Background: an optimization exercise with open tools, aiming at small area and a short achievable clock period. Do not read the settings as production practice.
Function was checked by simulation only, so behaviour that the tests miss may differ from the original.
Power figures rest on the tool's default switching activity, not on a simulated workload.

File: run.sh
#!/bin/bash
# synth_recipe.tcl (not shown) runs the flow's synth.tcl, then flattens the netlist and writes it again
# the make line also repeats each setting of config.mk as NAME=value (left out here)
make -C /OpenROAD-flow-scripts/flow DESIGN_CONFIG=/design/flow/config.mk WORK_HOME=/design/flow/orfs CLKGATE_MAP_FILE= SYNTH_SCRIPT=/design/flow/synth_recipe.tcl finish
File: design.v
module fetch_queue #(
  parameter int DEPTH = 16,
  parameter int XLEN  = 64
) (
  input  logic                     clk,
  input  logic                     rst,
  input  logic [XLEN-1:0]          in_instr1,
  input  logic [XLEN-1:0]          in_instr2,
  input  logic [XLEN-1:0]          in_instr3,
  input  logic [XLEN-1:0]          in_instr4,
  input  logic [XLEN-1:0]          in_target1,
  input  logic [XLEN-1:0]          in_target2,
  input  logic [XLEN-1:0]          in_target3,
  input  logic [XLEN-1:0]          in_target4,
  input  logic                     in_taken1,
  input  logic                     in_taken2,
  input  logic                     in_taken3,
  input  logic                     in_taken4,
  input  logic                     in_valid1,
  input  logic                     in_valid2,
  input  logic                     in_valid3,
  input  logic                     in_valid4,
  output logic                     in_ready,
  output logic                     fetch_stall,
  input  logic                     flush,
  output logic [XLEN-1:0]          out_instr1,
  output logic [XLEN-1:0]          out_instr2,
  output logic [XLEN-1:0]          out_target1,
  output logic [XLEN-1:0]          out_target2,
  output logic                     out_taken1,
  output logic                     out_taken2,
  output logic                     out_valid1,
  output logic                     out_valid2,
  input  logic                     dec_ready,
  output logic [$clog2(DEPTH):0]   count
);
  localparam int AW = $clog2(DEPTH);
  localparam int CW = AW + 1;
  logic [XLEN-1:0]  r_instr  [DEPTH];
  logic [XLEN-1:0]  r_target [DEPTH];
  logic [DEPTH-1:0] r_taken;
  logic [AW-1:0]    r_head;
  logic [AW-1:0]    r_tail;
  logic [CW-1:0]    r_count;
  logic [XLEN-1:0]  w_slot_instr  [4];
  logic [XLEN-1:0]  w_slot_target [4];
  logic [3:0]       w_slot_taken;
  logic [3:0]       w_slot_vld;
  logic [2:0]       w_off [4];
  logic [2:0]       w_n_enq;
  logic [1:0]       w_n_deq;
  logic             w_enq;
  logic [CW-1:0]    w_count_nxt;
  logic [AW-1:0]    w_rd2;
  assign w_slot_instr[0]  = in_instr1;
  assign w_slot_instr[1]  = in_instr2;
  assign w_slot_instr[2]  = in_instr3;
  assign w_slot_instr[3]  = in_instr4;
  assign w_slot_target[0] = in_target1;
  assign w_slot_target[1] = in_target2;
  assign w_slot_target[2] = in_target3;
  assign w_slot_target[3] = in_target4;
  assign w_slot_taken     = {in_taken4, in_taken3, in_taken2, in_taken1};
  assign w_slot_vld       = {in_valid4, in_valid3, in_valid2, in_valid1};
  assign w_off[0] = 3'd0;
  assign w_off[1] = 3'(w_slot_vld[0]);
  assign w_off[2] = 3'(w_slot_vld[0]) + 3'(w_slot_vld[1]);
  assign w_off[3] = 3'(w_slot_vld[0]) + 3'(w_slot_vld[1]) + 3'(w_slot_vld[2]);
  assign w_n_enq  = w_off[3] + 3'(w_slot_vld[3]);
  assign in_ready    = (r_count <= CW'(DEPTH - 4));
  assign fetch_stall = !in_ready;
  assign w_enq       = in_ready && (w_slot_vld != 4'd0);
  assign w_n_deq     = !dec_ready            ? 2'd0 :
                       (r_count >= CW'(2))   ? 2'd2 : r_count[1:0];
  assign w_count_nxt = r_count + (w_enq ? CW'(w_n_enq) : CW'(0)) - CW'(w_n_deq);
  always_ff @(posedge clk) begin
    if (rst) begin
      r_head  <= '0;
      r_tail  <= '0;
      r_count <= '0;
      r_taken <= '0;
      for (int i = 0; i < DEPTH; i++) begin
        r_instr[i]  <= '0;
        r_target[i] <= '0;
      end
    end else if (flush) begin
      r_head  <= '0;
      r_tail  <= '0;
      r_count <= '0;
    end else begin
      if (w_enq) begin
        for (int k = 0; k < 4; k++) begin
          if (w_slot_vld[k]) begin
            r_instr[r_tail + AW'(w_off[k])]  <= w_slot_instr[k];
            r_target[r_tail + AW'(w_off[k])] <= w_slot_target[k];
            r_taken[r_tail + AW'(w_off[k])]  <= w_slot_taken[k];
          end
        end
        r_tail <= r_tail + AW'(w_n_enq);
      end
      r_head  <= r_head + AW'(w_n_deq);
      r_count <= w_count_nxt;
    end
  end
  assign w_rd2       = r_head + AW'(1);
  assign out_instr1  = r_instr[r_head];
  assign out_instr2  = r_instr[w_rd2];
  assign out_target1 = r_target[r_head];
  assign out_target2 = r_target[w_rd2];
  assign out_taken1  = r_taken[r_head];
  assign out_taken2  = r_taken[w_rd2];
  assign out_valid1  = (r_count != CW'(0));
  assign out_valid2  = (r_count >= CW'(2));
  assign count       = r_count;
endmodule
File: config.mk
export PLATFORM = sky130hd
export DESIGN_NAME = fetch_queue
export DESIGN_NICKNAME = fetch_queue
export VERILOG_FILES = /design/flow/design.v
export SDC_FILE = /design/flow/constraint.sdc
export NUM_CORES = 8
export LEC_CHECK = 0
export CAP_MARGIN = 20
export CORE_MARGIN = 2
export CORE_UTILIZATION = 30
export PLACE_DENSITY = 0.45
export SLEW_MARGIN = 20
File: constraint.sdc
create_clock -name core_clock -period 6.0 [get_ports {clk}]
set_input_delay 1.2000 -clock core_clock [delete_from_list [all_inputs] [get_ports {clk}]]
set_output_delay 1.2000 -clock core_clock [all_outputs]
set_load 0.01 [all_outputs]
==> metrics.md, run 1 <==
| Metric | Value |
|---|---|
| Max Buffers Root-to-Sink | 4 |
| Count of different cell masters after synthesis | 86 |
| CP Capture Type | output pin |
| Worst path required time | 4800 ps |
| Post-synthesis cell count | 16,090 |
| Initial DRC Count | 25,848 |
| Setup Crit Path Kind | flip-flop to output pin |
| Min Tclk post-route | 5870 ps |
| GRT Util Overall | 0.352 |
| Slew @ Worst Pin | 1340 ps |
| Seq cells post-synth | 2,077 |
| Number of synthesized flops with an enable pin | 2,048 |
| Yosys warns | 4 |
| Post-Syn Nets | 16,662 |
| Clock Sink Count | 2,077 |
| Die W | 723 µm |
| Crit start category | flip-flop |
| Tcrit/Tclk final | 0.979 |
| CTS buffer count | 287 |
| Final HPWL DP | 556 mm |
| Hold Path Class | flip-flop to flip-flop |
| Top cell type's share of synthesized area | 0.396 |
| Worst R2R Start | r_tail[1] |
| Combinational Power Share | 0.273 |
| Die footprint | 523,000 µm² |
| CP peak stage delay | 850 ps |
| Outcome | timing/DRC/antenna clean |
| Largest cells by area after synthesis | edfxtp_1 (40%), mux4_2 (13%), a221o_1 (11%) |
| Core area | 516,000 µm² |
| Reg2reg end | r_instr[1][10] |
| Routed WL | 964 mm |
| First-pass GRT wire length | 1290 mm |
| CP max stage cell | buf_4 |
| Pre-antenna DRT Iters | 9 |
| Hold Crit Start | r_taken[2] |
| Wire per inst | 43.0 µm |
| IO Port Bufs | 790 |
| Max Clk Rate | 0.170 GHz |
| Area growth, synth to finish | 17.4% |
| Number of global-route vias before repair | 144,535 |
| Post-route cell area | 182,000 µm² |
| Slew headroom | 0.109 |
| Num ports | 791 |
| Most frequent cell after synthesis | nand2_1 |
| Root buffer cell | clkbuf_16 |
| Clk_skew | 61.4 ps |
| Leak | 60.5 nW |
| H-Tree Depth | 5 |
| Internal | 32.3 mW |
| Synth Flop Type | edfxtp_1 |
| CP arrival | 4670 ps |
| Hold Slack | 619 ps |
| Die height | 723 µm |
| Residual DRC count | 0 |
| RePlAce Congestion | 0.926 |
| Antenna violations before repair | 161 |
| Total grt overflow | 0 |
| Final layout net count | 15,797 |
| Routed Antenna Nets | 0 |
| Proportion of layout cells with a drive suffix above 1 | 0.148 |
| Largest net degree at the start of global routing | 131 |
| Final Core Density | 0.353 |
| Row Count | 264 |
| Cell mode on critical path | buf_4 |
| Worst Reg2Reg Path Length in Cells | 10 |
| Post-synth top cells | nand2_1 (2,804), clkbuf_1 (2,239), edfxtp_1 (2,048), a221o_1 (1,646), o21ai_0 (1,547) |
| Register area | 62,100 µm² |
| Flop pwr share | 0.369 |
| Final setup viols | 0 |
| Multi-input logic area | 83,500 µm² |
| Syn_area_per_cell | 9.65 µm² |
| Worst-Skew Late Latency | 1030 ps |
| Sw Pwr | 16.2 mW |
| Sw Share | 0.334 |
| Sequential-to-total area share from yosys stat | 0.400 |
| Hold Crit Depth | 2 |
| Via density | 6.94 |
| Setup TNS | 0 ps |
| TritonCTS clock tree | built |
| RSZ-0062 raised after global routing | no |
| Number of fill cells in the layout | 50,877 |
| Max_cap viols | 0 |
| Worst-path clk slew | 60 ps |
| Power per Cell Area | 266 nW/µm² |
| Vias | 155,824 |
| Clock power frac | 0.357 |
| Total power | 48.5 mW |
| Initial Util | 0.301 |
| Placed inst area | 173,000 µm² |
| Async set-reset flop share out of synthesis | 0 |
| Worst VDD drop | 241 µV |
| Final Max Tran Viols | 0 |
| Hold endpoint | r_taken[2] |
| Critical Path, Cell by Cell | buf_4, buf_4, mux4_2, a22oi_1, nand2_1, clkdlybuf4s50_1 |
| Synthesized area | 155,000 µm² |
| Hold violation total from the final report | 0 |
| Worst-path fanout max | 46 |
| Yosys top cell by area | edfxtp_1 |
| Reg2Reg Setup Slack | 1230 ps |
-- critical path, delay by kind of cell (launching register included) --
family | cells | cell delay (ps)
simple gates | 1 | 170
flops | 1 | 400
compound gates | 1 | 200
buf+inv | 3 | 2120
mux | 1 | 620
-- metal layers --
layer	vias to the layer above	share of wire	track usage
met5	-	0.00054	0
li1	60442	-	-
met1	78877	0.38	0.455
met3	3103	0.13	0.103
met2	13320	0.43	0.527
met4	82	0.064	0.196
-- flip-flops by register name, summed over array words and instances, names as in the netlist --
register,flops
r_target,1024
r_tail,4
r_instr,1024
r_count,5
r_taken,16
r_head,4
-- cell families (layout without fill, tap and decap cells) --
group                    after synthesis  after routing  share of synthesized area
other                                  0             87                          0
buffers and inverters               2711           2058                     0.0676
multiplexers                        1441           1441                      0.167
AO/OA/AOI/OAI                       5261           5261                      0.238
adder cells (fa/ha/maj)               48             48                    0.00426
flip-flops                          2077           2077                      0.400
XOR/XNOR                              26             26                    0.00152
AND/OR/NAND/NOR                     4526           4526                      0.121
-- final cells by class --
cell class / instances / area share
Clock buffer: 355 / 0.0412
Clock inverter: 146 / 0.00787
Sequential cell: 2077 / 0.341
Inverter: 45 / 0.000941
Timing Repair Buffer: 1512 / 0.103
Antenna cell: 87 / 0.00119
Multi-Input combinational cell: 11302 / 0.458
Tap cell: 6916 / 0.0475
-- layout by cell type (no fill, tap or decap), types with 126 or more instances in the layout --
cell / n
clkdlybuf4s50_1: 790
a31oi_1: 142
nor2_1: 529
o21ai_0: 1545
nand3_1: 946
nand2_1: 2799
mux4_2: 903
mux2i_1: 400
a221oi_1: 255
a21oi_1: 1145
clkbuf_16: 290
a22oi_1: 131
edfxtp_1: 2048
buf_12: 430
buf_4: 291
a221o_1: 1646
a21boi_0: 127
mux2_2: 138
a21o_1: 126
-- power by group through the flow --
stage,registers (mW),logic [mW],clock network [mW]
floorplan,18.0,6.91,0
global placement,18.1,12.9,0
detailed placement,18.1,12.9,0
CTS,17.9,13.0,17.4
global route,18.0,13.6,17.8
finish,17.9,13.2,17.3
-- timing repair --
action	in CTS	in global routing
buffers inserted	6	0
resized for setup	1	0
hold buffers	0	0
endpoints found under the setup margin	2	0
-- stage by stage --
stage | std cells | worst slack [ps]
2_1_floorplan | 16090 | -2670
3_3_place_gp | 21846 | -287
3_5_place_dp | 21846 | -285
4_1_cts | 22353 | 193
5_1_grt | 22391 | 117
6_report | 22440 | 126
-- worst max path at each step --
stage	startpoint	endpoint	slack [ps]	depth (start not counted)
after floorplan	in_valid3	r_instr[0][0]	-2670	12
after global placement	in_valid2	r_target[1][60]	-290	15
after detailed placement	in_valid2	r_target[1][55]	-280	15
after CTS	r_head[1]	out_instr1[63]	190	6
after global routing	r_head[0]	out_target1[49]	120	9
final	r_head[1]	out_instr1[63]	130	6
==> inputs of run 2 (changes only) <==
==> design.v (replaced) <==
module fetch_queue #(
  parameter int DEPTH = 16,
  parameter int XLEN  = 64
) (
  input  logic                     clk,
  input  logic                     rst,
  input  logic [XLEN-1:0]          in_instr1,
  input  logic [XLEN-1:0]          in_instr2,
  input  logic [XLEN-1:0]          in_instr3,
  input  logic [XLEN-1:0]          in_instr4,
  input  logic [XLEN-1:0]          in_target1,
  input  logic [XLEN-1:0]          in_target2,
  input  logic [XLEN-1:0]          in_target3,
  input  logic [XLEN-1:0]          in_target4,
  input  logic                     in_taken1,
  input  logic                     in_taken2,
  input  logic                     in_taken3,
  input  logic                     in_taken4,
  input  logic                     in_valid1,
  input  logic                     in_valid2,
  input  logic                     in_valid3,
  input  logic                     in_valid4,
  output logic                     in_ready,
  output logic                     fetch_stall,
  input  logic                     flush,
  output logic [XLEN-1:0]          out_instr1,
  output logic [XLEN-1:0]          out_instr2,
  output logic [XLEN-1:0]          out_target1,
  output logic [XLEN-1:0]          out_target2,
  output logic                     out_taken1,
  output logic                     out_taken2,
  output logic                     out_valid1,
  output logic                     out_valid2,
  input  logic                     dec_ready,
  output logic [$clog2(DEPTH):0]   count
);
  localparam int AW = $clog2(DEPTH);
  localparam int CW = AW + 1;
  localparam int EW = 2 * XLEN + 1;    
  localparam int NB = 4;               
  localparam int NR = DEPTH / NB;      
  logic [AW-1:0] r_head, r_tail;
  logic [CW-1:0] r_count;
  logic          r_rdy, r_v1, r_v2;
  logic [NB-1:0] r_tb;                 
  logic [NR-1:0] r_wrow [NB];          
  logic [NR-1:0] r_rrow [NB];          
  logic [NB-1:0] r_o1, r_o2;           
  logic [EW-1:0] w_slot [4];
  logic [3:0]    w_v;
  logic [2:0]    w_off [4];
  logic [2:0]    w_n_enq;
  logic          w_enq;
  logic [1:0]    w_m;                  
  logic [1:0]    w_n_deq;
  assign w_slot[0] = {in_taken1, in_target1, in_instr1};
  assign w_slot[1] = {in_taken2, in_target2, in_instr2};
  assign w_slot[2] = {in_taken3, in_target3, in_instr3};
  assign w_slot[3] = {in_taken4, in_target4, in_instr4};
  assign w_v       = {in_valid4, in_valid3, in_valid2, in_valid1};
  assign w_off[0] = 3'd0;
  assign w_off[1] = 3'(w_v[0]);
  assign w_off[2] = 3'(w_v[0]) + 3'(w_v[1]);
  assign w_off[3] = 3'(w_v[0]) + 3'(w_v[1]) + 3'(w_v[2]);
  assign w_n_enq  = w_off[3] + 3'(w_v[3]);
  assign w_enq    = r_rdy && (w_v != 4'd0);
  assign w_m     = (r_count >= CW'(2)) ? 2'd2 : r_count[1:0];
  assign w_n_deq = dec_ready ? w_m : 2'd0;
  logic [3:0]    w_sel [NB];           
  logic [NB-1:0] w_wb;                 
  logic [EW-1:0] w_wdata [NB];
  always_comb begin
    for (int b = 0; b < NB; b++) begin
      w_wb[b] = 1'b0;
      for (int k = 0; k < 4; k++) w_sel[b][k] = 1'b0;
      for (int d = 0; d < NB; d++) begin
        if (r_tb[(b - d + NB) % NB]) begin
          w_wb[b] = (w_n_enq > 3'(d));
          for (int k = 0; k < 4; k++)
            if (w_v[k] && w_off[k] == 3'(d)) w_sel[b][k] = 1'b1;
        end
      end
    end
  end
  for (genvar b = 0; b < NB; b++) begin : g_wd
    assign w_wdata[b] = ({EW{w_sel[b][0]}} & w_slot[0]) | ({EW{w_sel[b][1]}} & w_slot[1]) |
                        ({EW{w_sel[b][2]}} & w_slot[2]) | ({EW{w_sel[b][3]}} & w_slot[3]);
  end
  logic [EW-1:0] w_bank_rd [NB];
  for (genvar b = 0; b < NB; b++) begin : g_bank
    logic [EW-1:0] r_e [NR];
    for (genvar r = 0; r < NR; r++) begin : g_row
      always_ff @(posedge clk)
        if (w_enq && w_wb[b] && r_wrow[b][r]) r_e[r] <= w_wdata[b];
    end
    always_comb begin
      w_bank_rd[b] = '0;
      for (int r = 0; r < NR; r++) w_bank_rd[b] = w_bank_rd[b] | ({EW{r_rrow[b][r]}} & r_e[r]);
    end
  end
  logic [EW-1:0] w_out1, w_out2;
  always_comb begin
    w_out1 = '0;
    w_out2 = '0;
    for (int b = 0; b < NB; b++) begin
      w_out1 = w_out1 | ({EW{r_o1[b]}} & w_bank_rd[b]);
      w_out2 = w_out2 | ({EW{r_o2[b]}} & w_bank_rd[b]);
    end
  end
  assign {out_taken1, out_target1, out_instr1} = w_out1;
  assign {out_taken2, out_target2, out_instr2} = w_out2;
  function automatic logic [NR-1:0] row_of(input logic [AW-1:0] p);
    row_of = NR'(1) << p[AW-1:2];
  endfunction
  logic [AW-1:0] w_tail_nxt, w_head_a, w_head_nxt;
  logic [CW-1:0] w_count_nxt;
  logic [1:0]    w_tdist [NB], w_hdist [NB];    
  logic [NB-1:0] w_o1_nxt;
  for (genvar b = 0; b < NB; b++) begin : g_dist
    assign w_tdist[b] = 2'(b) - w_tail_nxt[1:0];
    assign w_hdist[b] = 2'(b) - w_head_nxt[1:0];
  end
  assign w_o1_nxt = NB'(1) << w_head_nxt[1:0];
  assign w_tail_nxt  = r_tail + (w_enq ? AW'(w_n_enq) : AW'(0));
  assign w_head_a    = r_head + AW'(w_m);
  assign w_head_nxt  = dec_ready ? w_head_a : r_head;
  assign w_count_nxt = r_count + (w_enq ? CW'(w_n_enq) : CW'(0)) - CW'(w_n_deq);
  always_ff @(posedge clk) begin
    if (rst || flush) begin
      r_head  <= '0;
      r_tail  <= '0;
      r_count <= '0;
      r_rdy   <= 1'b1;
      r_v1    <= 1'b0;
      r_v2    <= 1'b0;
      r_tb    <= NB'(1);
      r_o1    <= NB'(1);
      r_o2    <= NB'(2);
      for (int b = 0; b < NB; b++) begin
        r_wrow[b] <= NR'(1);
        r_rrow[b] <= NR'(1);
      end
    end else begin
      r_head  <= w_head_nxt;
      r_tail  <= w_tail_nxt;
      r_count <= w_count_nxt;
      r_rdy   <= (w_count_nxt <= CW'(DEPTH - 4));
      r_v1    <= (w_count_nxt != CW'(0));
      r_v2    <= (w_count_nxt >= CW'(2));
      r_tb    <= NB'(1) << w_tail_nxt[1:0];
      r_o1    <= w_o1_nxt;
      r_o2    <= {w_o1_nxt[NB-2:0], w_o1_nxt[NB-1]};
      for (int b = 0; b < NB; b++) begin
        r_wrow[b] <= row_of(w_tail_nxt + AW'(w_tdist[b]));
        r_rrow[b] <= row_of(w_head_nxt + AW'(w_hdist[b]));
      end
    end
  end
  assign in_ready    = r_rdy;
  assign fetch_stall = !r_rdy;
  assign out_valid1  = r_v1;
  assign out_valid2  = r_v2;
  assign count       = r_count;
endmodule
==> run 2 against run 1 <==
Still clean on timing, DRC and antenna. Die area is 41% lower. Global-route usage is 12 points lower. Synthesized cell count is 58% lower. Maximum frequency is 21% higher. Clock skew is 4.9 ps higher. Area after synthesis is 41% lower. First-iteration DRC count is 53% lower. Routed wire length is 61% lower.
==> metrics.md, run 2 <==
| Metric | Value |
|---|---|
| Slew @ Worst Pin | 1160 ps (-181 ps) |
| Residual DRC count | 0 (unchanged) |
| Commonest non-fill, non-tap cell in the layout | edfxtp_1 |
| TritonCTS clock tree | built |
| Area growth, synth to finish | 23.4% |
| RSZ-0062 raised after global routing | no |
| Max FFs per register | 2,064 |
| Worst-path clk slew | 60 ps (about the same) |
| Met3 routed wirelength | 35.6 mm (-71%) |
| Hold Buf Count CTS | 0 (unchanged) |
| Number of fill cells in the layout | 28,648 (-44%) |
| Final Core Density | 0.371 (+0.0185) |
| Final HPWL DP | 245 mm (-56%) |
| Final layout net count | 8,090 (-49%) |
| Seq cells post-synth | 2,120 (+2.1%) |
| Reg2reg end | r_rrow[2][0] |
| Post-route cell area | 112,000 µm² (-38%) |
| Worst Reg2Reg Path Length in Cells | 14 (+4) |
| Worst R2R Start | r_count[3] |
| Die height | 555 µm (-23%) |
| RePlAce Congestion | 0.820 (-12%) |
| Max Buffers Root-to-Sink | 3 (-1) |
| Power per Cell Area | 412 nW/µm² (+55%) |
| Vias | 69,088 (-56%) |
| Post-Syn Nets | 7,387 (-56%) |
| Proportion of layout cells with a drive suffix above 1 | 0.0828 (-0.0654) |
| Worst-path fanout max | 34 (-26%) |
| PostCTS Resize Cnt | 0 (-1) |
| Placed Cells | 11,279 (-48%) |
| Routed WL | 379 mm (-61%) |
| IO Port Bufs | 790 (unchanged) |
| Final setup margin | 1140 ps (+1020 ps) |
| Row Count | 202 (-23%) |
| Die W | 555 µm (-23%) |
| Routed metal-1 wire length | 164 mm (-55%) |
| Outcome | timing/DRC/antenna clean |
| Hold Slack | 598 ps (-21.7 ps) |
| Sequential-to-total area share from yosys stat | 0.693 (+0.293) |
| Max_cap viols | 0 (unchanged) |
| Yosys top cell by area | edfxtp_1 |
| Setup TNS | 0 ps (unchanged) |
| Number of synthesized flops with an enable pin | 2,064 (+0.78%) |
| Multi-input logic area | 25,500 µm² (-69%) |
| CTS buffer count | 228 (-21%) |
| DR WL met2 | 168 mm (-60%) |
| Crit start category | primary input |
| Initial Util | 0.301 (+0.000347) |
| Most frequent cell after synthesis | edfxtp_1 |
| Largest regs | g_bank.r_e x2064, r_rrow x16, r_wrow x16 |
| CP Capture Type | flip-flop |
| Worst path required time | 6540 ps (+1740 ps) |
| Placed inst area | 105,000 µm² (-39%) |
| Hold Path Class | flip-flop to flip-flop |
| Worst slack, placed | 304 ps (+589 ps) |
| Core area | 303,000 µm² (-41%) |
| Setup Crit Path Kind | primary input to flip-flop |
| Clock Sink Count | 2,120 (+2.1%) |
| Total power | 46.3 mW (-4.4%) |
| CP arrival | 5400 ps (+730 ps) |
| GRT Util Overall | 0.236 (-0.116) |
| Num ports | 791 (unchanged) |
| Fin cells | 11,720 (-48%) |
| Largest cells by area after synthesis | edfxtp_1 (68%), a22oi_1 (13%), nand2_1 (7.5%) |
| Most flops, register | g_bank.r_e |
| Max Clk Rate | 0.206 GHz (+21%) |
| Number of global-route vias before repair | 66,567 (-54%) |
| Syn_area_per_cell | 13.3 µm² (+38%) |
| Pre-antenna DRT Iters | 14 (+5) |
| Setup bufs post-CTS | 0 (-6) |
| Die footprint | 308,000 µm² (-41%) |
| Worst-Skew Late Latency | 900 ps (-130 ps) |
| Clk_skew | 66.3 ps (+4.93 ps) |
| Reg2Reg Setup Slack | 2230 ps (+1000 ps) |
| Hold Crit Depth | 1 (-1) |
| Wire per inst | 32.3 µm (-25%) |
| First-pass GRT wire length | 520 mm (-60%) |
| Slew headroom | 0.228 (+0.119) |
| Post-synthesis cell count | 6,828 (-58%) |
| Worst VDD drop | 267 µV (+11%) |
| Final setup viols | 0 (unchanged) |
| Via density | 5.89 (-15%) |
| Hold endpoint | g_bank[1].r_e[2][0] |
| Synthesized area | 91,100 µm² (-41%) |
| Initial DRC Count | 12,203 (-53%) |
| Hold violation total from the final report | 0 (unchanged) |
| Antenna violations before repair | 28 (-83%) |
| Synth Flop Type | edfxtp_1 |
| Async set-reset flop share out of synthesis | 0 (unchanged) |
| Count of different cell masters after synthesis | 52 (-40%) |
| Largest net degree at the start of global routing | 102 (-22%) |
| Yosys warns | 14 (+10) |
| Leak | 39.3 nW (-35%) |
| Routed Antenna Nets | 0 (unchanged) |
| H-Tree Depth | 4 (-1) |
| Min Tclk post-route | 4860 ps (-1020 ps) |
| Tcrit/Tclk final | 0.810 (-0.169) |
| Root buffer cell | clkbuf_16 |
| Hold Crit Start | r_wrow[1][2] |
| DR top layer | met5 |
| Top cell type's share of synthesized area | 0.681 (+0.284) |
| Post-synth top cells | edfxtp_1 (2,064), nand2_1 (1,819), a22oi_1 (1,548), a222oi_1 (520), clkbuf_1 (465) |
| Final Max Tran Viols | 0 (unchanged) |
| Most frequent cells in the layout | edfxtp_1 (2,064), nand2_1 (1,819), a22oi_1 (1,548) |
| Total grt overflow | 0 (unchanged) |
| Register area | 63,200 µm² (+1.7%) |
## run 2: cell types whose count changed in the layout (fill, tap and decap cells not counted), moves of 140 or more
cell and change:
a221oi_1 -255, a31oi_1 -140, buf_12 -315, a22oi_1 +1417, buf_4 -150, mux2i_1 -398
o21ai_0 -1534, nand2_1 -980, a21oi_1 -1134, nor2_1 -493, a222oi_1 +520, nand3_1 -945
a221o_1 -1646, mux4_2 -901
## run 2: cell families after synthesis
group | Yosys count | synth area share
flip-flops | 2120 | 0.693
AO/OA/AOI/OAI | 2112 | 0.188
AND/OR/NAND/NOR | 1926 | 0.0813
buffers and inverters | 611 | 0.0294
adder cells (fa/ha/maj) | 35 | 0.00530
XOR/XNOR | 17 | 0.00187
multiplexers | 7 | 0.00141
## run 2: routing by layer
metal	vias to the layer above	GRT usage
li1	28999	-
met2	4144	0.359
met5	-	0
met3	540	0.0516
met4	4	0.0724
met1	35401	0.335
## run 2: area by class of cell
class | count | share of cell area
sequential | 2120 | 0.562
inverter | 38 | 0.00127
tap | 3978 | 0.0443
antenna | 14 | 0.000312
multi-input combinational | 4097 | 0.227
timing repair buffer | 1046 | 0.100
clock inverter | 141 | 0.0115
clock buffer | 286 | 0.0537
## run 2: worst max-delay path by stage
stage	cells after the start	startpoint	end	slack, ps
floorplan	7	in_valid1	g_bank[2].r_e[0][0]	-830
global placement	10	in_valid1	g_bank[2].r_e[3][37]	260
detailed placement	10	in_valid1	g_bank[2].r_e[2][70]	300
CTS	6	r_rrow[3][1]	out_instr1[53]	1130
global route	6	r_rrow[2][3]	out_target2[53]	1080
finish	10	in_valid1	g_bank[2].r_e[2][75]	1140
## run 2: critical path: stages
cell	delay [ps]
clkdlybuf4s50_1	560
fa_1	640
ha_1	250
fa_1	570
buf_4	140
o21ai_0	90
a21oi_1	170
o21bai_1	320
nor2_4	990
buf_12	380
## run 2: power by group
| group | leakage [nW] | internal, mW | switching [mW] |
|---|---|---|---|
| combinational | 15.9 | 4.47 | 8.49 |
| sequential | 19.9 | 19.0 | 0.542 |
| clock | 3.56 | 7.78 | 6.01 |

port drivers added, routing unchanged:
In the flow no input, the clock included, has a driving cell. The finished layouts below were timed again as built, in two steps. Step 1 assumes that a clkbuf_16 drives the clock port and a buf_2 every other input. Step 2 adds t to the input delays and takes it off the output delays; t is the mean of the earliest and latest rising clock arrival at the registers after step 1. Input paths then give back, and output paths get back, about the clock's delay inside the block. Three values: no drivers, after step 1, after step 2; two values: the first two.
run	shift t [ns]	setup slack, ns	worst setup path at the end
run 1	1.127	0.126 / -0.013 / -0.539	input to register
run 2	0.962	1.141 / 1.110 / 0.252	input to register
Met with ideal ports but missed after step 2: setup timing in run 1. The setup slack of run 2, which loses most, moves by -0.031 ns with the drivers and by -0.889 ns with both steps.
